This design comes from an exercise in tuning for small area, a short achievable clock period and few clock cycles per item on the open sky130 flow, not from production work. In this exercise RTL edits were held to simulation tests only and were not proved equivalent to the original. Power and IR drop assume default switching activity.

$ cat flow/run.sh
#!/bin/bash
# synth_recipe.tcl (not shown) runs the flow's synth.tcl, then flattens the netlist and writes it again
# the make line also repeats each setting of config.mk as NAME=value (left out here)
make -C /OpenROAD-flow-scripts/flow DESIGN_CONFIG=/design/flow/config.mk WORK_HOME=/design/flow/orfs CLKGATE_MAP_FILE= SYNTH_SCRIPT=/design/flow/synth_recipe.tcl finish
$ cat flow/config.mk
export PLATFORM = sky130hd
export DESIGN_NAME = matrix_mult_seq
export DESIGN_NICKNAME = matrix_mult_seq
export VERILOG_FILES = /design/flow/design.v
export SDC_FILE = /design/flow/constraint.sdc
export NUM_CORES = 4
export LEC_CHECK = 0
export CAP_MARGIN = 20
export CORE_MARGIN = 2
export CORE_UTILIZATION = 40
export SLEW_MARGIN = 20
$ cat flow/constraint.sdc
create_clock -name core_clock -period 11.0 [get_ports {clk}]
set_input_delay 2.2000 -clock core_clock [delete_from_list [all_inputs] [get_ports {clk}]]
set_output_delay 2.2000 -clock core_clock [all_outputs]
set_load 0.01 [all_outputs]
$ cat flow/design.v
package matrix_pkg;
    typedef enum logic [1:0] {
        S_IDLE = 2'd0,
        S_MAC  = 2'd1,
        S_DONE = 2'd2
    } state_t;
    function automatic int acc_width(input int dim, input int dw);
        acc_width = 2 * dw + $clog2(dim);
    endfunction
    function automatic int elem_lsb(input int r, input int c,
                                    input int dim, input int dw);
        elem_lsb = (r * dim + c) * dw;
    endfunction
endpackage
module mac_unit (
    input  logic [15:0] acc,
    input  logic [15:0] a,
    input  logic [15:0] b,
    input  logic [15:0] bhi,   
    output logic [15:0] elem,
    output logic        ovf
);
    logic [15:0] pp0;
    assign pp0 = b[15:0] & {16{a[0]}};
    logic [14:0] pp1;
    assign pp1 = b[14:0] & {15{a[1]}};
    logic [13:0] pp2;
    assign pp2 = b[13:0] & {14{a[2]}};
    logic [12:0] pp3;
    assign pp3 = b[12:0] & {13{a[3]}};
    logic [11:0] pp4;
    assign pp4 = b[11:0] & {12{a[4]}};
    logic [10:0] pp5;
    assign pp5 = b[10:0] & {11{a[5]}};
    logic [9:0] pp6;
    assign pp6 = b[9:0] & {10{a[6]}};
    logic [8:0] pp7;
    assign pp7 = b[8:0] & {9{a[7]}};
    logic [7:0] pp8;
    assign pp8 = b[7:0] & {8{a[8]}};
    logic [6:0] pp9;
    assign pp9 = b[6:0] & {7{a[9]}};
    logic [5:0] pp10;
    assign pp10 = b[5:0] & {6{a[10]}};
    logic [4:0] pp11;
    assign pp11 = b[4:0] & {5{a[11]}};
    logic [3:0] pp12;
    assign pp12 = b[3:0] & {4{a[12]}};
    logic [2:0] pp13;
    assign pp13 = b[2:0] & {3{a[13]}};
    logic [1:0] pp14;
    assign pp14 = b[1:0] & {2{a[14]}};
    logic [0:0] pp15;
    assign pp15 = b[0:0] & {1{a[15]}};
    logic t1, t2, t3, t4, t5, t6, t7, t8, t9, t10, t11, t12, t13, t14, t15, t16, t17, t18, t19, t20, t21, t22, t23, t24, t25, t26, t27, t28, t29, t30, t31, t32, t33, t34, t35, t36, t37, t38, t39, t40, t41, t42, t43, t44, t45, t46, t47, t48, t49, t50, t51, t52, t53, t54, t55, t56, t57, t58, t59, t60, t61, t62, t63, t64, t65, t66, t67, t68, t69, t70, t71, t72, t73, t74, t75, t76, t77, t78, t79, t80, t81, t82, t83, t84, t85, t86, t87, t88, t89, t90, t91, t92, t93, t94, t95, t96, t97, t98, t99, t100, t101, t102, t103, t104, t105, t106, t107, t108, t109, t110, t111, t112, t113, t114, t115, t116, t117, t118, t119, t120, t121, t122, t123, t124, t125, t126, t127, t128, t129, t130, t131, t132, t133, t134, t135, t136, t137, t138, t139, t140, t141, t142, t143, t144, t145, t146, t147, t148, t149, t150, t151, t152, t153, t154, t155, t156, t157, t158, t159, t160, t161, t162, t163, t164, t165, t166, t167, t168, t169, t170, t171, t172, t173, t174, t175, t176, t177, t178, t179, t180, t181, t182, t183, t184, t185, t186, t187, t188, t189, t190, t191, t192, t193, t194, t195, t196, t197, t198, t199, t200, t201, t202, t203, t204, t205, t206, t207, t208, t209, t210, t211, t212, t213, t214, t215, t216, t217, t218, t219, t220, t221, t222, t223, t224, t225, t226, t227, t228, t229, t230, t231, t232, t233, t234, t235, t236, t237, t238, t239, t240;
    assign t1 = acc[12] ^ pp0[12];
    assign t2 = acc[12] & pp0[12];
    assign t3 = acc[13] ^ pp0[13] ^ pp1[12];
    assign t4 = (acc[13] & pp0[13]) | (acc[13] & pp1[12]) | (pp0[13] & pp1[12]);
    assign t5 = pp2[11] ^ pp3[10];
    assign t6 = pp2[11] & pp3[10];
    assign t7 = acc[14] ^ pp0[14] ^ pp1[13];
    assign t8 = (acc[14] & pp0[14]) | (acc[14] & pp1[13]) | (pp0[14] & pp1[13]);
    assign t9 = pp2[12] ^ pp3[11] ^ pp4[10];
    assign t10 = (pp2[12] & pp3[11]) | (pp2[12] & pp4[10]) | (pp3[11] & pp4[10]);
    assign t11 = pp5[9] ^ pp6[8];
    assign t12 = pp5[9] & pp6[8];
    assign t13 = acc[15] ^ pp0[15] ^ pp1[14];
    assign t14 = (acc[15] & pp0[15]) | (acc[15] & pp1[14]) | (pp0[15] & pp1[14]);
    assign t15 = pp2[13] ^ pp3[12] ^ pp4[11];
    assign t16 = (pp2[13] & pp3[12]) | (pp2[13] & pp4[11]) | (pp3[12] & pp4[11]);
    assign t17 = pp5[10] ^ pp6[9] ^ pp7[8];
    assign t18 = (pp5[10] & pp6[9]) | (pp5[10] & pp7[8]) | (pp6[9] & pp7[8]);
    assign t19 = pp8[7] ^ pp9[6];
    assign t20 = pp8[7] & pp9[6];
    assign t21 = acc[8] ^ pp0[8];
    assign t22 = acc[8] & pp0[8];
    assign t23 = acc[9] ^ pp0[9] ^ pp1[8];
    assign t24 = (acc[9] & pp0[9]) | (acc[9] & pp1[8]) | (pp0[9] & pp1[8]);
    assign t25 = pp2[7] ^ pp3[6];
    assign t26 = pp2[7] & pp3[6];
    assign t27 = acc[10] ^ pp0[10] ^ pp1[9];
    assign t28 = (acc[10] & pp0[10]) | (acc[10] & pp1[9]) | (pp0[10] & pp1[9]);
    assign t29 = pp2[8] ^ pp3[7] ^ pp4[6];
    assign t30 = (pp2[8] & pp3[7]) | (pp2[8] & pp4[6]) | (pp3[7] & pp4[6]);
    assign t31 = pp5[5] ^ pp6[4];
    assign t32 = pp5[5] & pp6[4];
    assign t33 = acc[11] ^ pp0[11] ^ pp1[10];
    assign t34 = (acc[11] & pp0[11]) | (acc[11] & pp1[10]) | (pp0[11] & pp1[10]);
    assign t35 = pp2[9] ^ pp3[8] ^ pp4[7];
    assign t36 = (pp2[9] & pp3[8]) | (pp2[9] & pp4[7]) | (pp3[8] & pp4[7]);
    assign t37 = pp5[6] ^ pp6[5] ^ pp7[4];
    assign t38 = (pp5[6] & pp6[5]) | (pp5[6] & pp7[4]) | (pp6[5] & pp7[4]);
    assign t39 = pp8[3] ^ pp9[2];
    assign t40 = pp8[3] & pp9[2];
    assign t41 = pp1[11] ^ pp2[10] ^ pp3[9];
    assign t42 = (pp1[11] & pp2[10]) | (pp1[11] & pp3[9]) | (pp2[10] & pp3[9]);
    assign t43 = pp4[8] ^ pp5[7] ^ pp6[6];
    assign t44 = (pp4[8] & pp5[7]) | (pp4[8] & pp6[6]) | (pp5[7] & pp6[6]);
    assign t45 = pp7[5] ^ pp8[4] ^ pp9[3];
    assign t46 = (pp7[5] & pp8[4]) | (pp7[5] & pp9[3]) | (pp8[4] & pp9[3]);
    assign t47 = pp10[2] ^ pp11[1] ^ pp12[0];
    assign t48 = (pp10[2] & pp11[1]) | (pp10[2] & pp12[0]) | (pp11[1] & pp12[0]);
    assign t49 = pp4[9] ^ pp5[8] ^ pp6[7];
    assign t50 = (pp4[9] & pp5[8]) | (pp4[9] & pp6[7]) | (pp5[8] & pp6[7]);
    assign t51 = pp7[6] ^ pp8[5] ^ pp9[4];
    assign t52 = (pp7[6] & pp8[5]) | (pp7[6] & pp9[4]) | (pp8[5] & pp9[4]);
    assign t53 = pp10[3] ^ pp11[2] ^ pp12[1];
    assign t54 = (pp10[3] & pp11[2]) | (pp10[3] & pp12[1]) | (pp11[2] & pp12[1]);
    assign t55 = pp13[0] ^ t3 ^ t5;
    assign t56 = (pp13[0] & t3) | (pp13[0] & t5) | (t3 & t5);
    assign t57 = pp7[7] ^ pp8[6] ^ pp9[5];
    assign t58 = (pp7[7] & pp8[6]) | (pp7[7] & pp9[5]) | (pp8[6] & pp9[5]);
    assign t59 = pp10[4] ^ pp11[3] ^ pp12[2];
    assign t60 = (pp10[4] & pp11[3]) | (pp10[4] & pp12[2]) | (pp11[3] & pp12[2]);
    assign t61 = pp13[1] ^ pp14[0] ^ t7;
    assign t62 = (pp13[1] & pp14[0]) | (pp13[1] & t7) | (pp14[0] & t7);
    assign t63 = t9 ^ t11 ^ t4;
    assign t64 = (t9 & t11) | (t9 & t4) | (t11 & t4);
    assign t65 = pp10[5] ^ pp11[4] ^ pp12[3];
    assign t66 = (pp10[5] & pp11[4]) | (pp10[5] & pp12[3]) | (pp11[4] & pp12[3]);
    assign t67 = pp13[2] ^ pp14[1] ^ pp15[0];
    assign t68 = (pp13[2] & pp14[1]) | (pp13[2] & pp15[0]) | (pp14[1] & pp15[0]);
    assign t69 = t13 ^ t15 ^ t17;
    assign t70 = (t13 & t15) | (t13 & t17) | (t15 & t17);
    assign t71 = t19 ^ t8 ^ t10;
    assign t72 = (t19 & t8) | (t19 & t10) | (t8 & t10);
    assign t73 = acc[5] ^ pp0[5];
    assign t74 = acc[5] & pp0[5];
    assign t75 = acc[6] ^ pp0[6] ^ pp1[5];
    assign t76 = (acc[6] & pp0[6]) | (acc[6] & pp1[5]) | (pp0[6] & pp1[5]);
    assign t77 = pp2[4] ^ pp3[3];
    assign t78 = pp2[4] & pp3[3];
    assign t79 = acc[7] ^ pp0[7] ^ pp1[6];
    assign t80 = (acc[7] & pp0[7]) | (acc[7] & pp1[6]) | (pp0[7] & pp1[6]);
    assign t81 = pp2[5] ^ pp3[4] ^ pp4[3];
    assign t82 = (pp2[5] & pp3[4]) | (pp2[5] & pp4[3]) | (pp3[4] & pp4[3]);
    assign t83 = pp5[2] ^ pp6[1];
    assign t84 = pp5[2] & pp6[1];
    assign t85 = pp1[7] ^ pp2[6] ^ pp3[5];
    assign t86 = (pp1[7] & pp2[6]) | (pp1[7] & pp3[5]) | (pp2[6] & pp3[5]);
    assign t87 = pp4[4] ^ pp5[3] ^ pp6[2];
    assign t88 = (pp4[4] & pp5[3]) | (pp4[4] & pp6[2]) | (pp5[3] & pp6[2]);
    assign t89 = pp7[1] ^ pp8[0] ^ t21;
    assign t90 = (pp7[1] & pp8[0]) | (pp7[1] & t21) | (pp8[0] & t21);
    assign t91 = pp4[5] ^ pp5[4] ^ pp6[3];
    assign t92 = (pp4[5] & pp5[4]) | (pp4[5] & pp6[3]) | (pp5[4] & pp6[3]);
    assign t93 = pp7[2] ^ pp8[1] ^ pp9[0];
    assign t94 = (pp7[2] & pp8[1]) | (pp7[2] & pp9[0]) | (pp8[1] & pp9[0]);
    assign t95 = t23 ^ t25 ^ t22;
    assign t96 = (t23 & t25) | (t23 & t22) | (t25 & t22);
    assign t97 = pp7[3] ^ pp8[2] ^ pp9[1];
    assign t98 = (pp7[3] & pp8[2]) | (pp7[3] & pp9[1]) | (pp8[2] & pp9[1]);
    assign t99 = pp10[0] ^ t27 ^ t29;
    assign t100 = (pp10[0] & t27) | (pp10[0] & t29) | (t27 & t29);
    assign t101 = t31 ^ t24 ^ t26;
    assign t102 = (t31 & t24) | (t31 & t26) | (t24 & t26);
    assign t103 = pp10[1] ^ pp11[0] ^ t33;
    assign t104 = (pp10[1] & pp11[0]) | (pp10[1] & t33) | (pp11[0] & t33);
    assign t105 = t35 ^ t37 ^ t39;
    assign t106 = (t35 & t37) | (t35 & t39) | (t37 & t39);
    assign t107 = t28 ^ t30 ^ t32;
    assign t108 = (t28 & t30) | (t28 & t32) | (t30 & t32);
    assign t109 = t1 ^ t41 ^ t43;
    assign t110 = (t1 & t41) | (t1 & t43) | (t41 & t43);
    assign t111 = t45 ^ t47 ^ t34;
    assign t112 = (t45 & t47) | (t45 & t34) | (t47 & t34);
    assign t113 = t36 ^ t38 ^ t40;
    assign t114 = (t36 & t38) | (t36 & t40) | (t38 & t40);
    assign t115 = t2 ^ t49 ^ t51;
    assign t116 = (t2 & t49) | (t2 & t51) | (t49 & t51);
    assign t117 = t53 ^ t55 ^ t42;
    assign t118 = (t53 & t55) | (t53 & t42) | (t55 & t42);
    assign t119 = t44 ^ t46 ^ t48;
    assign t120 = (t44 & t46) | (t44 & t48) | (t46 & t48);
    assign t121 = t6 ^ t57 ^ t59;
    assign t122 = (t6 & t57) | (t6 & t59) | (t57 & t59);
    assign t123 = t61 ^ t63 ^ t50;
    assign t124 = (t61 & t63) | (t61 & t50) | (t63 & t50);
    assign t125 = t52 ^ t54 ^ t56;
    assign t126 = (t52 & t54) | (t52 & t56) | (t54 & t56);
    assign t127 = t12 ^ t65 ^ t67;
    assign t128 = (t12 & t65) | (t12 & t67) | (t65 & t67);
    assign t129 = t69 ^ t71 ^ t58;
    assign t130 = (t69 & t71) | (t69 & t58) | (t71 & t58);
    assign t131 = t60 ^ t62 ^ t64;
    assign t132 = (t60 & t62) | (t60 & t64) | (t62 & t64);
    assign t133 = acc[3] ^ pp0[3];
    assign t134 = acc[3] & pp0[3];
    assign t135 = acc[4] ^ pp0[4] ^ pp1[3];
    assign t136 = (acc[4] & pp0[4]) | (acc[4] & pp1[3]) | (pp0[4] & pp1[3]);
    assign t137 = pp2[2] ^ pp3[1];
    assign t138 = pp2[2] & pp3[1];
    assign t139 = pp1[4] ^ pp2[3] ^ pp3[2];
    assign t140 = (pp1[4] & pp2[3]) | (pp1[4] & pp3[2]) | (pp2[3] & pp3[2]);
    assign t141 = pp4[1] ^ pp5[0] ^ t73;
    assign t142 = (pp4[1] & pp5[0]) | (pp4[1] & t73) | (pp5[0] & t73);
    assign t143 = pp4[2] ^ pp5[1] ^ pp6[0];
    assign t144 = (pp4[2] & pp5[1]) | (pp4[2] & pp6[0]) | (pp5[1] & pp6[0]);
    assign t145 = t75 ^ t77 ^ t74;
    assign t146 = (t75 & t77) | (t75 & t74) | (t77 & t74);
    assign t147 = pp7[0] ^ t79 ^ t81;
    assign t148 = (pp7[0] & t79) | (pp7[0] & t81) | (t79 & t81);
    assign t149 = t83 ^ t76 ^ t78;
    assign t150 = (t83 & t76) | (t83 & t78) | (t76 & t78);
    assign t151 = t85 ^ t87 ^ t89;
    assign t152 = (t85 & t87) | (t85 & t89) | (t87 & t89);
    assign t153 = t80 ^ t82 ^ t84;
    assign t154 = (t80 & t82) | (t80 & t84) | (t82 & t84);
    assign t155 = t91 ^ t93 ^ t95;
    assign t156 = (t91 & t93) | (t91 & t95) | (t93 & t95);
    assign t157 = t86 ^ t88 ^ t90;
    assign t158 = (t86 & t88) | (t86 & t90) | (t88 & t90);
    assign t159 = t97 ^ t99 ^ t101;
    assign t160 = (t97 & t99) | (t97 & t101) | (t99 & t101);
    assign t161 = t92 ^ t94 ^ t96;
    assign t162 = (t92 & t94) | (t92 & t96) | (t94 & t96);
    assign t163 = t103 ^ t105 ^ t107;
    assign t164 = (t103 & t105) | (t103 & t107) | (t105 & t107);
    assign t165 = t98 ^ t100 ^ t102;
    assign t166 = (t98 & t100) | (t98 & t102) | (t100 & t102);
    assign t167 = t109 ^ t111 ^ t113;
    assign t168 = (t109 & t111) | (t109 & t113) | (t111 & t113);
    assign t169 = t104 ^ t106 ^ t108;
    assign t170 = (t104 & t106) | (t104 & t108) | (t106 & t108);
    assign t171 = t115 ^ t117 ^ t119;
    assign t172 = (t115 & t117) | (t115 & t119) | (t117 & t119);
    assign t173 = t110 ^ t112 ^ t114;
    assign t174 = (t110 & t112) | (t110 & t114) | (t112 & t114);
    assign t175 = t121 ^ t123 ^ t125;
    assign t176 = (t121 & t123) | (t121 & t125) | (t123 & t125);
    assign t177 = t116 ^ t118 ^ t120;
    assign t178 = (t116 & t118) | (t116 & t120) | (t118 & t120);
    assign t179 = t127 ^ t129 ^ t131;
    assign t180 = (t127 & t129) | (t127 & t131) | (t129 & t131);
    assign t181 = t122 ^ t124 ^ t126;
    assign t182 = (t122 & t124) | (t122 & t126) | (t124 & t126);
    assign t183 = acc[2] ^ pp0[2];
    assign t184 = acc[2] & pp0[2];
    assign t185 = pp1[2] ^ pp2[1] ^ pp3[0];
    assign t186 = (pp1[2] & pp2[1]) | (pp1[2] & pp3[0]) | (pp2[1] & pp3[0]);
    assign t187 = pp4[0] ^ t135 ^ t137;
    assign t188 = (pp4[0] & t135) | (pp4[0] & t137) | (t135 & t137);
    assign t189 = t139 ^ t141 ^ t136;
    assign t190 = (t139 & t141) | (t139 & t136) | (t141 & t136);
    assign t191 = t143 ^ t145 ^ t140;
    assign t192 = (t143 & t145) | (t143 & t140) | (t145 & t140);
    assign t193 = t147 ^ t149 ^ t144;
    assign t194 = (t147 & t149) | (t147 & t144) | (t149 & t144);
    assign t195 = t151 ^ t153 ^ t148;
    assign t196 = (t151 & t153) | (t151 & t148) | (t153 & t148);
    assign t197 = t155 ^ t157 ^ t152;
    assign t198 = (t155 & t157) | (t155 & t152) | (t157 & t152);
    assign t199 = t159 ^ t161 ^ t156;
    assign t200 = (t159 & t161) | (t159 & t156) | (t161 & t156);
    assign t201 = t163 ^ t165 ^ t160;
    assign t202 = (t163 & t165) | (t163 & t160) | (t165 & t160);
    assign t203 = t167 ^ t169 ^ t164;
    assign t204 = (t167 & t169) | (t167 & t164) | (t169 & t164);
    assign t205 = t171 ^ t173 ^ t168;
    assign t206 = (t171 & t173) | (t171 & t168) | (t173 & t168);
    assign t207 = t175 ^ t177 ^ t172;
    assign t208 = (t175 & t177) | (t175 & t172) | (t177 & t172);
    assign t209 = t179 ^ t181 ^ t176;
    assign t210 = (t179 & t181) | (t179 & t176) | (t181 & t176);
    assign t211 = acc[1] ^ pp0[1];
    assign t212 = acc[1] & pp0[1];
    assign t213 = pp1[1] ^ pp2[0] ^ t183;
    assign t214 = (pp1[1] & pp2[0]) | (pp1[1] & t183) | (pp2[0] & t183);
    assign t215 = t133 ^ t185 ^ t184;
    assign t216 = (t133 & t185) | (t133 & t184) | (t185 & t184);
    assign t217 = t134 ^ t187 ^ t186;
    assign t218 = (t134 & t187) | (t134 & t186) | (t187 & t186);
    assign t219 = t138 ^ t189 ^ t188;
    assign t220 = (t138 & t189) | (t138 & t188) | (t189 & t188);
    assign t221 = t142 ^ t191 ^ t190;
    assign t222 = (t142 & t191) | (t142 & t190) | (t191 & t190);
    assign t223 = t146 ^ t193 ^ t192;
    assign t224 = (t146 & t193) | (t146 & t192) | (t193 & t192);
    assign t225 = t150 ^ t195 ^ t194;
    assign t226 = (t150 & t195) | (t150 & t194) | (t195 & t194);
    assign t227 = t154 ^ t197 ^ t196;
    assign t228 = (t154 & t197) | (t154 & t196) | (t197 & t196);
    assign t229 = t158 ^ t199 ^ t198;
    assign t230 = (t158 & t199) | (t158 & t198) | (t199 & t198);
    assign t231 = t162 ^ t201 ^ t200;
    assign t232 = (t162 & t201) | (t162 & t200) | (t201 & t200);
    assign t233 = t166 ^ t203 ^ t202;
    assign t234 = (t166 & t203) | (t166 & t202) | (t203 & t202);
    assign t235 = t170 ^ t205 ^ t204;
    assign t236 = (t170 & t205) | (t170 & t204) | (t205 & t204);
    assign t237 = t174 ^ t207 ^ t206;
    assign t238 = (t174 & t207) | (t174 & t206) | (t207 & t206);
    assign t239 = t178 ^ t209 ^ t208;
    assign t240 = (t178 & t209) | (t178 & t208) | (t209 & t208);
    logic [15:0] r0, r1;
    logic        cout;
    assign r0 = {t239, t237, t235, t233, t231, t229, t227, t225, t223, t221, t219, t217, t215, t213, pp1[0], acc[0]};
    assign r1 = {t238, t236, t234, t232, t230, t228, t226, t224, t222, t220, t218, t216, t214, t212, t211, pp0[0]};
    assign {cout, elem} = {1'b0, r0} + {1'b0, r1};
    logic hi_pp;
    assign hi_pp = (a[1] & bhi[15]) | (a[2] & bhi[14]) | (a[3] & bhi[13]) | (a[4] & bhi[12]) | (a[5] & bhi[11]) | (a[6] & bhi[10]) | (a[7] & bhi[9]) | (a[8] & bhi[8]) | (a[9] & bhi[7]) | (a[10] & bhi[6]) | (a[11] & bhi[5]) | (a[12] & bhi[4]) | (a[13] & bhi[3]) | (a[14] & bhi[2]) | (a[15] & bhi[1]);
    assign ovf = hi_pp | cout | t14 | t16 | t18 | t20 | t66 | t68 | t70 | t72 | t128 | t130 | t132 | t180 | t182 | t210 | t240;
endmodule
module matrix_mult_seq
#(
    parameter int DIM = 4,
    parameter int DW  = 16
) (
    input  logic                  clk,
    input  logic                  reset,
    input  logic                  start,
    input  logic                  transpose_b,
    input  logic [DIM*DIM*DW-1:0] m1,
    input  logic [DIM*DIM*DW-1:0] m2,
    output logic [DIM*DIM*DW-1:0] m_out,
    output logic                  busy,
    output logic                  done,
    output logic                  ovf
);
    localparam int N  = 4;
    localparam int W  = 16;
    localparam int LW = N * W;
    logic s1_q, s2_q, s3_q, d_q;
    logic ovf_q;
    logic [N*N*W-1:0] acc_q;
    logic [LW-1:0] ra0_q, ra1_q, ra2_q;
    logic [LW-1:0] rb0_q, rb1_q, rb2_q;
    logic busy_w, accept, active, keep;
    assign busy_w = s1_q | s2_q | s3_q | d_q;
    assign accept = reset & start & ~busy_w;
    assign active = reset & (s1_q | s2_q | s3_q);
    assign keep   = reset & ~accept;
    logic [LW-1:0] a_in [N];
    logic [LW-1:0] b_in [N];
    always_comb begin
        for (int k = 0; k < N; k++) begin
            for (int r = 0; r < N; r++) begin
                a_in[k][r*W +: W] = m1[(r*N + k)*W +: W];
                b_in[k][r*W +: W] = transpose_b ? m2[(r*N + k)*W +: W]
                                                : m2[(k*N + r)*W +: W];
            end
        end
    end
    logic [LW-1:0] a_op, b_op;
    assign a_op = ({LW{accept}} & a_in[0]) | ({LW{active}} & ra0_q);
    assign b_op = accept ? b_in[0] : rb0_q;
    logic [N*N*W-1:0] elem;
    logic [N*N-1:0]   elem_ovf;
    for (genvar j = 0; j < N; j++) begin : g_col
        logic [W-1:0] bj, bhi;
        assign bj = b_op[j*W +: W];
        always_comb begin
            bhi[W-1] = bj[W-1];
            for (int t = W - 2; t >= 0; t--) bhi[t] = bhi[t+1] | bj[t];
        end
        for (genvar i = 0; i < N; i++) begin : g_row
            mac_unit u_mac (
                .acc  (acc_q[(i*N + j)*W +: W] & {W{keep}}),
                .a    (a_op[i*W +: W]),
                .b    (bj),
                .bhi  (bhi),
                .elem (elem[(i*N + j)*W +: W]),
                .ovf  (elem_ovf[i*N + j])
            );
        end
    end
    always_ff @(posedge clk) begin
        s1_q  <= accept;
        s2_q  <= reset & s1_q;
        s3_q  <= reset & s2_q;
        d_q   <= reset & s3_q;
        ovf_q <= reset & ((|elem_ovf) | (ovf_q & ~accept));
        acc_q <= elem;
        ra0_q <= accept ? a_in[1] : ra1_q;
        ra1_q <= accept ? a_in[2] : ra2_q;
        ra2_q <= a_in[3];
        rb0_q <= accept ? b_in[1] : rb1_q;
        rb1_q <= accept ? b_in[2] : rb2_q;
        rb2_q <= b_in[3];
    end
    assign m_out = acc_q;
    assign busy  = busy_w;
    assign done  = d_q;
    assign ovf   = ovf_q;
endmodule
==> results of run 1 <==
==> registers in the layout, indices dropped and copies added, names as in the netlist <==
| register | count |
|---|---|
| s3_q | 1 |
| acc_q | 256 |
| ovf_q | 1 |
| ra0_q | 64 |
| rb2_q | 64 |
| ra2_q | 64 |
| s1_q | 1 |
| ra1_q | 64 |
| s2_q | 1 |
| d_q | 1 |
| rb0_q | 64 |
| rb1_q | 64 |
==> through the flow <==
stage / setup WS, ns / hold slack [ns]
after global routing: 0.412 / 0.397
after global placement: 0.0707 / 0.407
after detailed placement: -0.0387 / 0.406
after CTS: 0.746 / 0.374
after floorplan: 1.50 / 0.399
final: 0.449 / 0.378
==> worst min path at each step <==
stage	to	start	slack, ns
2_1_floorplan	ra0_q[0]$_DFF_P_	ra1_q[0]$_DFF_P_	0.40
4_1_cts	rb0_q[10]$_DFF_P_	rb1_q[10]$_DFF_P_	0.37
3_3_place_gp	ra0_q[61]$_DFF_P_	ra1_q[61]$_DFF_P_	0.41
5_1_grt	rb0_q[10]$_DFF_P_	rb1_q[10]$_DFF_P_	0.40
3_5_place_dp	ra1_q[22]$_DFF_P_	ra2_q[22]$_DFF_P_	0.41
6_report	ra1_q[24]$_DFF_P_	ra2_q[24]$_DFF_P_	0.38
==> power by group <==
part	switching (W)	total [W]	internal, W
clock	0.00137	0.00326	0.00189
combinational	0.00995	0.0162	0.00623
sequential	0.000628	0.00366	0.00304
total	0.0119	0.0231	0.0112
==> cells by family (layout without fill, tap and decap cells) <==
| family | Yosys count | count (layout) |
|---|---|---|
| compound gates | 821 | 821 |
| xor+xnor | 189 | 189 |
| fa+ha+maj | 2192 | 2192 |
| buf+inv | 2093 | 2963 |
| flops | 645 | 645 |
| mux | 208 | 208 |
| other cells | 0 | 43 |
| simple gates | 3782 | 3782 |
==> cell type report <==
cell class                      count  area (um^2)
Antenna cell                       43          108
Clock buffer                      105         2360
Clock inverter                     55          875
Fill cell                       20800       111000
Inverter                         1562         5870
Multi-Input combinational cell   7192        65500
Sequential cell                   645        12900
Tap cell                         2838         3550
Timing Repair Buffer             1241        12000
==> tightest hold or removal path, stage by stage (launching register included) <==
cell and delay [ns]:
dfxtp_1 0.30, nand2_1 0.04, nand2_1 0.05
==> placed cells by master (no fill, tap or decap), types with 30 or more instances in the layout <==
cell type,Yosys,layout
inv_1,1560,1560
and3_1,30,30
fa_1,1696,1696
diode_2,0,43
a21oi_1,199,171
nor3_1,87,87
buf_4,1,405
a211oi_1,35,35
nand3_1,70,70
xnor2_1,136,136
nand2_1,1856,1855
mux2i_1,160,151
mux2_2,48,48
o21ai_0,177,174
dfxtp_1,645,645
xor2_1,53,53
clkbuf_16,0,86
ha_1,496,496
a21o_1,81,80
clkdlybuf4s50_1,0,773
nor4_1,62,60
nor2_1,1323,1323
nand4_1,42,42
a22oi_1,63,34
a22o_1,55,51
buf_12,0,61
and2_1,178,178
==> routing by layer <==
layer / track usage [%] / vias up / part of all wire [%]
met5: 0 / - / 0.099
met4: 24.4 / 54 / 6.8
met3: 12.5 / 1108 / 11
met2: 64.8 / 4543 / 43
met1: 56.0 / 39800 / 39
li1: - / 32000 / -
==> flow_metrics.py, run 1 <==
metrics = {
    "clocking": {
        "numCtsBuffers": 86,
        "clkTransAtPathRegs_ns": 0.07,
        "cts_sinks": 645,
        "cts_hold_buf": 0,
        "cts-root-buf": "clkbuf_16",
        "postCtsSetupBuffers": 0,
        "cts_resized": 0,
        "ctsLongestPathBuffers": 3,
        "cts.htree.levels": 3,
        "cts_tree": "done",
        "clock_latency_ns": 0.82,
    },
    "critical_path": {
        "crit_buf_inv": 9,
        "path_common_cell": "fa_1",
        "reg2reg_from": "s1_q$_DFF_P_",
        "crit_type": "in -> reg",
        "worstSetupStartpoint": "start",
        "rrSetupSlack_ns": 1.14,
        "cp_num_cells": 28,
        "cp_data_required_time_ns": 11.65,
        "rr_worst_depth": 26,
        "crit_fanout": 61,
        "cpLargestDelayFamily": "adder cells",
        "timing.rr.end": "ovf_q$_DFF_P_",
        "critPathLaunchType": "primary input",
        "end_kind": "flop",
        "crit_slowest_cell": "a21oi_1",
        "slowest_delay_ns": 0.69,
        "crit_end": "ovf_q$_DFF_P_",
        "critPathArrivalTime_ns": 11.20,
    },
    "logic_synthesis": {
        "synth-compound-area-share_pct": 6.34,
        "synth_cells": 9930,
        "synth_flop_cell": "dfxtp_1",
        "synthTopCellsByCount": "nand2_1 (1,856), fa_1 (1,696), inv_1 (1,560), nor2_1 (1,323), dfxtp_1 (645)",
        "yosys_warnings": 3,
        "synth_seq_cells": 645,
        "synth.avg_cell_area_um2": 8.66,
        "ys_seq_area_share_pct": 15.0,
        "synth_xor_area_share_pct": 1.93,
        "synth_top_family_by_area": "adder cells",
        "synth.area.top_cells": "fa_1 (39%), dfxtp_1 (15%), nand2_1 (8.1%)",
        "syn_area_um2": 86000,
        "yosys.area.top_type": "fa_1",
        "synth-edff-count": 0,
        "ys_types": 80,
        "async_flop_share_pct": 0,
        "syn_nets": 12600,
        "synth_mux_area_share_pct": 2.49,
        "synthAdderAreaFrac_pct": 46.7,
        "yosys.area_share.simple_pct": 18.2,
        "yosysTopAreaCellShare_pct": 39.5,
        "yosysMostFrequentCell": "nand2_1",
    },
    "floorplanning": {
        "initial_core_util_pct": 40.1,
        "core_area_um2": 214000,
        "die_area_um2": 219000,
        "die_w_um": 468,
        "rows": 170,
        "ios": 775,
        "die_h_um": 468,
    },
    "drt": {
        "vias": 77500,
        "wl_per_cell_um": 34.5,
        "drc": 0,
        "ant_nets": 0,
        "firstDrtPassIters": 7,
        "via_per_inst": 5.67,
        "drt_iter0_drc": 8427,
        "wl_um": 471000,
    },
    "global_route": {
        "antenna_found_initial": 100,
        "grt_start_max_net_pins": 108,
        "grt_pass1_wl_um": 647000,
        "grt_pass1_vias": 80800,
        "overflow": 0,
        "grt_util_all_layers_pct": 43.3,
    },
    "sta": {
        "post-route-min-period_ns": 10.55,
        "fmax_mhz": 94.8,
        "hold_violations": 0,
        "tightestPinTransition_ns": 1.37,
        "maxSlewViolCount": 0,
        "relSlewSlack_pct": 8.34,
        "tns_ns": 0,
        "fin_crit_sh_pct": 95.9,
        "skew_ns": 0.0927,
        "rsz0062_at_grt": "no",
        "setup_viol": 0,
    },
    "finish": {
        "finish.utilization_pct": 48.2,
        "drive_gt1_share_pct": 7.39,
        "fin_area_um2": 103000,
        "fin_cells": 13700,
        "area_growth_syn_to_layout_pct": 20.0,
        "nets": 13400,
    },
    "power": {
        "ir_drop_mv": 0.298,
        "power_density_nw_per_um2": 224,
        "power.total_w": 0.0231,
        "power_leakage_nw": 48.1,
    },
    "placed_design": {
        "hpwl_um": 374000,
        "place_congestion": 1.04,
        "placedCellCount": 13500,
        "io_buffers": 774,
        "dpl_cell_area_um2": 99800,
    },
    "hold_path": {
        "hold_path_depth": 2,
        "hold_class": "reg -> reg",
    },
    "flow_run": {
        "drv_cap": 0,
    },
    "run_status": {
        "status": "finished clean",
    },
}
Testbench counts, summed over its fixed seeds: cycles 1,592, items 320.
==> inputs of run 2 (changes only) <==
--- a/flow/design.v
+++ b/flow/design.v
@@ -321,15 +321,15 @@
     localparam int N  = 4;
     localparam int W  = 16;
     localparam int LW = N * W;
-    logic s1_q, s2_q, s3_q, d_q;
-    logic ovf_q;
+    logic s0_q, s1_q, s2_q, s3_q, d_q;
+    logic [N*N-1:0]   eovf_q;
     logic [N*N*W-1:0] acc_q;
-    logic [LW-1:0] ra0_q, ra1_q, ra2_q;
-    logic [LW-1:0] rb0_q, rb1_q, rb2_q;
-    logic busy_w, accept, active, keep;
-    assign busy_w = s1_q | s2_q | s3_q | d_q;
+    logic [LW-1:0] ra0_q, ra1_q, ra2_q, ra3_q;
+    logic [LW-1:0] rb0_q, rb1_q, rb2_q, rb3_q;
+    logic busy_w, active, accept, keep;
+    assign active = s0_q | s1_q | s2_q | s3_q;
+    assign busy_w = active | d_q;
     assign accept = reset & start & ~busy_w;
-    assign active = reset & (s1_q | s2_q | s3_q);
     assign keep   = reset & ~accept;
     logic [LW-1:0] a_in [N];
     logic [LW-1:0] b_in [N];
@@ -343,8 +343,8 @@
         end
     end
     logic [LW-1:0] a_op, b_op;
-    assign a_op = ({LW{accept}} & a_in[0]) | ({LW{active}} & ra0_q);
-    assign b_op = accept ? b_in[0] : rb0_q;
+    assign a_op = {LW{active}} & ra0_q;
+    assign b_op = rb0_q;
     logic [N*N*W-1:0] elem;
     logic [N*N-1:0]   elem_ovf;
     for (genvar j = 0; j < N; j++) begin : g_col
@@ -356,7 +356,7 @@
         end
         for (genvar i = 0; i < N; i++) begin : g_row
             mac_unit u_mac (
-                .acc  (acc_q[(i*N + j)*W +: W] & {W{keep}}),
+                .acc  (acc_q[(i*N + j)*W +: W]),
                 .a    (a_op[i*W +: W]),
                 .b    (bj),
                 .bhi  (bhi),
@@ -366,21 +366,24 @@
         end
     end
     always_ff @(posedge clk) begin
-        s1_q  <= accept;
-        s2_q  <= reset & s1_q;
-        s3_q  <= reset & s2_q;
-        d_q   <= reset & s3_q;
-        ovf_q <= reset & ((|elem_ovf) | (ovf_q & ~accept));
-        acc_q <= elem;
-        ra0_q <= accept ? a_in[1] : ra1_q;
-        ra1_q <= accept ? a_in[2] : ra2_q;
-        ra2_q <= a_in[3];
-        rb0_q <= accept ? b_in[1] : rb1_q;
-        rb1_q <= accept ? b_in[2] : rb2_q;
-        rb2_q <= b_in[3];
+        s0_q   <= accept;
+        s1_q   <= reset & s0_q;
+        s2_q   <= reset & s1_q;
+        s3_q   <= reset & s2_q;
+        d_q    <= reset & s3_q;
+        eovf_q <= {N*N{keep}} & (eovf_q | elem_ovf);
+        acc_q  <= {N*N*W{keep}} & elem;
+        ra0_q  <= accept ? a_in[0] : ra1_q;
+        ra1_q  <= accept ? a_in[1] : ra2_q;
+        ra2_q  <= accept ? a_in[2] : ra3_q;
+        ra3_q  <= a_in[3];
+        rb0_q  <= accept ? b_in[0] : rb1_q;
+        rb1_q  <= accept ? b_in[1] : rb2_q;
+        rb2_q  <= accept ? b_in[2] : rb3_q;
+        rb3_q  <= b_in[3];
     end
     assign m_out = acc_q;
     assign busy  = busy_w;
     assign done  = d_q;
-    assign ovf   = ovf_q;
+    assign ovf   = |eovf_q;
 endmodule
--- a/flow/config.mk
+++ b/flow/config.mk
@@ -8,4 +8,5 @@
 export CAP_MARGIN = 20
 export CORE_MARGIN = 2
 export CORE_UTILIZATION = 40
+export SETUP_SLACK_MARGIN = 4
 export SLEW_MARGIN = 20
==> flow_metrics.py, run 2 <==
metrics = {
    "run_status": {
        "status": "finished clean",
    },
    "critical_path": {
        "slowest_delay_ns": 0.56,
        "timing.rr.end": "eovf_q[8]$_DFF_P_",
        "end_kind": "flop",
        "crit_fanout": 12,
        "cpLargestDelayFamily": "adder cells",
        "crit_slowest_cell": "or4_4",
        "cp_num_cells": 24,
        "path_common_cell": "fa_1",
        "critPathArrivalTime_ns": 7.52,
        "worstSetupStartpoint": "s3_q$_DFF_P_",
        "path_cells": "or4_4 > buf_12 > buf_16 > and2_4 > buf_12 > nand2_2 > fa_1 > fa_1 > inv_1 > fa_1 > fa_1 > inv_1 > fa_1 > inv_1 > fa_1 > ha_1 > or4_4 > nor4_4 > o2111ai_1 > a221o_1 > nor4_2 > nand4_1 > a311oi_1 > nor2_1",
        "rrSetupSlack_ns": 4.11,
        "crit_type": "reg -> reg",
        "rr_worst_depth": 24,
        "critPathLaunchType": "flop",
        "cp_data_required_time_ns": 11.63,
        "crit_buf_inv": 6,
        "reg2reg_from": "s3_q$_DFF_P_",
    },
    "finish": {
        "final_cell_mix": "nand2_1 (2,095), fa_1 (1,696), inv_1 (1,657)",
        "top_register": "acc_q",
        "drive_gt1_share_pct": 5.37,
        "final_common_cell": "nand2_1",
        "area_growth_syn_to_layout_pct": 16.5,
        "n_fill_cell": 22100,
        "largest_reg_flops": 256,
        "nets": 13700,
    },
    "placed_design": {
        "hpwl_um": 282000,
        "io_buffers": 774,
        "place_congestion": 0.977,
    },
    "sta": {
        "hold_violations": 0,
        "tightestPinTransition_ns": 1.15,
        "setup_viol": 0,
        "rsz0062_at_grt": "yes",
        "relSlewSlack_pct": 23.4,
        "post-route-min-period_ns": 6.89,
        "tns_ns": 0,
        "fmax_mhz": 145,
        "skew_ns": 0.0898,
        "maxSlewViolCount": 0,
        "hold-worst-slack_ns": 0.397,
        "fin_crit_sh_pct": 62.6,
    },
    "clocking": {
        "numCtsBuffers": 104,
        "cts_sinks": 789,
        "cts_tree": "done",
        "cts-root-buf": "clkbuf_16",
        "clkTransAtPathRegs_ns": 0.06,
        "cts_hold_buf": 0,
        "cts.htree.levels": 3,
        "ctsLongestPathBuffers": 3,
        "clock_latency_ns": 0.84,
    },
    "floorplanning": {
        "die_h_um": 485,
        "die_area_um2": 235000,
        "rows": 176,
        "ios": 775,
        "core_area_um2": 230000,
        "die_w_um": 485,
        "initial_core_util_pct": 40.2,
    },
    "logic_synthesis": {
        "synth_seq_cells": 789,
        "yosysMostFrequentCell": "nand2_1",
        "async_flop_share_pct": 0,
        "yosys_warnings": 3,
        "yosysTopAreaCellShare_pct": 36.7,
        "synth.avg_cell_area_um2": 8.71,
        "synthTopCellsByCount": "nand2_1 (2,100), fa_1 (1,696), inv_1 (1,657), and3_1 (1,049), dfxtp_1 (789)",
        "syn_area_um2": 92600,
        "synth-edff-count": 0,
        "syn_nets": 13300,
        "synth.area.top_cells": "fa_1 (37%), dfxtp_1 (17%), nand2_1 (8.5%)",
        "ys_seq_area_share_pct": 17.1,
        "synth_flop_cell": "dfxtp_1",
        "yosys.area.top_type": "fa_1",
        "ys_types": 71,
        "synth_cells": 10600,
    },
    "power": {
        "power_density_nw_per_um2": 203,
        "power_leakage_nw": 54.0,
        "ir_drop_mv": 0.166,
    },
    "drt": {
        "ant_nets": 0,
        "wl_per_cell_um": 27.9,
        "via_per_inst": 5.67,
        "vias": 80200,
        "wl_um": 396000,
        "firstDrtPassIters": 8,
        "drc": 0,
        "drt_iter0_drc": 7559,
    },
    "global_route": {
        "grt_start_max_net_pins": 182,
        "grt_util_all_layers_pct": 33.1,
        "grt_pass1_vias": 84400,
        "overflow": 0,
        "grt_pass1_wl_um": 569000,
        "antenna_found_initial": 86,
    },
    "flow_run": {
        "drv_cap": 0,
    },
    "hold_path": {
        "holdPathEnd": "rb2_q[37]$_DFF_P_",
        "hold_path_depth": 2,
        "hold_class": "reg -> reg",
        "hold_start": "rb3_q[37]$_DFF_P_",
    },
}
-- run 2: cell types whose count changed in the layout (fill, tap and decap cells not counted), sizes merged, moves of 43 or more --
cell / before / now
a22o: 55 / 3
a22oi: 63 / 8
and3: 30 / 1049
buf: 468 / 231
clkbuf: 105 / 150
dfxtp: 645 / 789
inv: 1566 / 1662
nand2: 1856 / 2100
nor2: 1323 / 402
o21ai: 178 / 291
xnor2: 136 / 75
xor2: 53 / 96
-- run 2: worst reg2reg max path: stages (launching register included) --
cell	delay, ns
dfxtp_4	0.38
or4_4	0.56
buf_12	0.18
buf_16	0.16
and2_4	0.23
buf_12	0.18
nand2_2	0.14
fa_1	0.44
fa_1	0.49
inv_1	0.05
fa_1	0.46
fa_1	0.51
inv_1	0.05
fa_1	0.47
inv_1	0.06
fa_1	0.39
ha_1	0.22
or4_4	0.56
nor4_4	0.14
o2111ai_1	0.15
a221o_1	0.29
nor4_2	0.13
nand4_1	0.14
a311oi_1	0.27
nor2_1	0.06
-- run 2: how the worst max path moves through the flow --
stage	slack [ns]	end
2_1_floorplan	4.01	eovf_q[8]$_DFF_P_
3_3_place_gp	3.60	eovf_q[6]$_DFF_P_
3_5_place_dp	3.45	eovf_q[14]$_DFF_P_
4_1_cts	4.00	eovf_q[14]$_DFF_P_
5_1_grt	3.94	eovf_q[6]$_DFF_P_
6_report	4.11	eovf_q[8]$_DFF_P_
-- run 2: layer usage --
layer | track usage, % | part of all wire, %
met2 | 54.1 | 46
met4 | 19.8 | 7.3
met5 | 0 | 0.064
met3 | 10.6 | 12
met1 | 37.9 | 35
-- run 2: what timing repair did --
item,4_1_cts,5_1_grt
pin swaps,2,15
resized for setup,48,63
setup buffers,15,17
setup endpoints to repair,22,13
cloned,13,7
-- run 2: kinds of logic (layout without fill, tap and decap cells) --
family / Yosys count / count (layout) / synth area share, %
and+or+nand+nor: 4101 / 4104 / 20.8
DFF: 789 / 789 / 17.1
AOI/OAI and AO/OA: 788 / 788 / 5.23
xor gates and xnor gates: 171 / 171 / 1.62
buffers and inverters: 2398 / 2868 / 9.73
other: 0 / 32 / 0
muxes: 195 / 195 / 2.17
adders and majority gates: 2192 / 2192 / 43.4
-- run 2: stage by stage --
step           instance area (um^2)  power (W)  setup slack [ns]  util [%]  std cells
3_5_place_dp                 103000     0.0179              3.45      44.8      13900
2_1_floorplan                 92600     0.0133              4.01         -      10600
5_1_grt                      108000     0.0236              3.94      46.9      14100
4_1_cts                      107000     0.0217              4.00      46.6      14100
3_3_place_gp                 103000     0.0176              3.60      44.8      13900
6_report                     108000     0.0219              4.11      46.9      14200
-- run 2: final cells by class --
| cell class | instances | area (um^2) | share of cell area (%) |
|---|---|---|---|
| well taps | 3026 | 3790 | 3.51 |
| flip-flops and latches | 789 | 15900 | 14.7 |
| inverters | 1658 | 6230 | 5.77 |
| multi-input cells | 7450 | 68100 | 63.1 |
| clock inverters | 46 | 651 | 0.603 |
| diodes | 32 | 80.1 | 0.0742 |
| clock buffers | 144 | 2950 | 2.74 |
| repair buffers | 1020 | 10300 | 9.51 |
-- run 2: power by group --
group,switching (W),internal [W]
logic,0.00830,0.00575
registers,0.000749,0.00342
clock network,0.00155,0.00208
Testbench counts of run 2, summed over its fixed seeds: cycles 1,912, items 320.

==> separate check: timing with driven ports <==
The flow's constraints put no driver on any port. The routed layouts listed below were extracted and timed again, unchanged, in two steps. Step 1 assumes that a clkbuf_16 drives the clock port and a buf_2 every other input. Step 2 moves the port delays by t, midway between the first and last clock arrival at a register: inputs arrive t later, outputs are due t later. That takes back most of the time a late clock gives input paths. a / b / c = no drivers / after step 1 / after step 2; a / b = the first two.
run | shift t [ns] | setup slack, ns | hold WS [ns] | worst setup path after step 2 | worst data-port slew with drivers (ns)
run 1 | 0.887 | 0.449 / 0.528 / -0.359 | 0.378 / 0.378 / 0.378 | input to register | 0.20
run 2 | 0.867 | 4.111 / 4.111 / 4.111 | 0.397 / 0.397 / 0.397 | register to register | 0.31
Met with ideal ports but missed after step 2: setup timing in run 1. For run 1, which loses most, drivers alone change the setup slack by +0.079 ns; drivers and shift together by -0.808 ns.
